Background: an optimization exercise with open tools, aiming at small area, a short achievable clock period and few clock cycles per item. Do not read the settings as production practice.
The RTL was checked by simulation tests, not by an equivalence proof against the original design.
Power and IR drop assume default switching activity.

## the baseline
// masked_byte_pattern_search
module masked_byte_pattern_search (
  input  wire          clk_i,
  input  wire          rst_ni,
  input  wire          cfg_we_i,
  input  wire [5:0]    cfg_pattern_length_i,
  input  wire          in_valid_i,
  output logic         in_ready_o,
  input  wire          mode_i,
  input  wire [4:0]    element_index_i,
  input  wire [7:0]    byte_value_i,
  input  wire          wildcard_req_i,
  input  wire          last_byte_i,
  output logic         out_valid_o,
  input  wire          out_ready_i,
  output logic         found_o,
  output logic [15:0]  match_offset_o
);
  localparam int unsigned PatternMax = 32;
  localparam int unsigned IdxW       = 5;
  localparam int unsigned ByteW      = 8;
  localparam int unsigned CountW     = 16;
  localparam logic        ModeScan   = 1'b1;
  logic [5:0]        len_q;
  logic              busy_q;
  logic              in_valid_q, b_scan_q, b_last_q;
  logic              closed_q;    
  logic              rep_q;       
  logic              en_q;        
  logic [CountW-1:0] off_q;       
  logic              out_valid_q, found_q;
  logic              accept, apply, exec, scan, match, hit;
  logic              taken_q, fresh_q, match_q, match_use;
  logic              ld_go_q, ld_wild_q;
  logic [IdxW-1:0]   ld_idx_q;
  logic [ByteW-1:0]  ld_data_q;
  logic              rep_cur, en_cur, sat;
  logic [CountW-1:0] off_cur;
  logic [CountW:0]   off_inc;
  logic [CountW-1:0] sat_val;
  logic [PatternMax*ByteW-1:0] pat_row;
  logic [PatternMax-1:0]       wild_row;
  always_ff @(posedge clk_i or negedge rst_ni) begin
    if (!rst_ni) begin
      len_q <= 6'd1;
    end else if (cfg_we_i) begin
      if (cfg_pattern_length_i[5]) begin
        len_q <= 6'(PatternMax);
      end else if (cfg_pattern_length_i[4:0] == '0) begin
        len_q <= 6'd1;
      end else begin
        len_q <= cfg_pattern_length_i;
      end
    end
  end
  assign exec       = in_valid_q && (!out_valid_q || out_ready_i);
  ...
Size: roughly 1800 cells after synthesis, roughly 590 flip-flops, about 46 I/O pins, about 0.023 mm2 of cells after synthesis.
export LEC_CHECK = 0
export CAP_MARGIN = 20
export CORE_MARGIN = 2
export CORE_UTILIZATION = 50
export CTS_CLUSTER_DIAMETER = 100
export CTS_CLUSTER_SIZE = 30
export SETUP_SLACK_MARGIN = 3.9
export SLEW_MARGIN = 20
export SYNTH_HIERARCHICAL = 1
create_clock -name core_clock -period 7.0 [get_ports {clk_i}]
run.sh (not shown) runs the stock make flow with config.mk's settings and CLKGATE_MAP_FILE= SYNTH_SCRIPT=/design/flow/synth_recipe.tcl, a recipe that flattens the netlist after the stock synthesis.
The baseline reached the end of the flow, and the finished layout is clean on the timing, design-rule and antenna checks.
Testbench counts of the baseline, summed over its fixed seeds: cycles 35,837, items 35,633.
The inputs of the candidate differ from those of the baseline as listed below.
==> flow/flow/run.sh (new file) <==
#!/bin/bash
# Layout: the standard flow (standard.sh, with its unchanged synthesis) with two
# changes: the port buffers start as the smallest plain buffer (buf_1) instead of the
# resizer's default pick, and the out_ready_i / in_ready_o pins, joined by the only
# port-to-port path, are placed next to each other. Timing repair resizes the buffers
# that need it. The whole make output goes to flow_make.log in this folder.
set -euo pipefail
bash standard.sh \
  "BUFFER_PORTS_ARGS=-buffer_cell sky130_fd_sc_hd__buf_1" \
  "PLACE_PINS_ARGS=-group_pins {out_ready_i in_ready_o}" \
  finish > flow_make.log 2>&1
==> flow/standard.sh (new file) <==
#!/bin/bash
# synth_recipe.tcl (not shown) runs the flow's synth.tcl, then flattens the netlist and writes it again
# the make line also repeats each setting of config.mk as NAME=value (left out here)
make -C /OpenROAD-flow-scripts/flow DESIGN_CONFIG=/design/flow/config.mk WORK_HOME=/design/flow/orfs CLKGATE_MAP_FILE= SYNTH_SCRIPT=/design/flow/synth_recipe.tcl "${@:-finish}"
removed: flow/run.sh
Findings:
Compared the candidate vs the baseline, and fraction of layout instances using a drive strength above 1 is down in the candidate.
Compared to the baseline, the candidate has placer congestion estimate 0.018 higher.
Changes observed in the candidate relative to the baseline: half-perimeter wire length of the detailed placement result saw a decrease; global-route wire length before repair saw a decrease.
Summary of the candidate over the baseline: count of clock-buffer cells in the layout saw an increase; power consumption shows a reduction of about 1.3%; clock power held; area of all placed cells without fillers -about 2.4%; wire length now sits lower.
From the baseline to the candidate, critical path depth did not move at all.

-- port drivers added, routing unchanged --
No port has a modelled driver above. Below, the same layouts with a new extraction and two added sets of constraints.
Step 1 assumes that a clkbuf_16 drives the clock port and a buf_2 every other input.
Step 2 times the ports against the registers' clock, not the clock port: input delays grow and output delays shrink by t, the midpoint of the rising clock arrivals with the driver on.
Three values: ideal ports, drivers, drivers and shift; two values: the first two.
run	t (ns)	setup WS [ns]	hold slack, ns	worst slew at a driven data input, ns
the baseline	0.631	3.856 / 3.836 / 3.410	0.485 / 0.485 / 0.485	0.03
the candidate	0.630	3.859 / 3.827 / 3.299	0.522 / 0.522 / 0.522	0.04
After both steps setup and hold are still met in every run listed. The setup slack of the candidate, which loses most, moves by -0.032 ns with the drivers and by -0.560 ns with both steps.
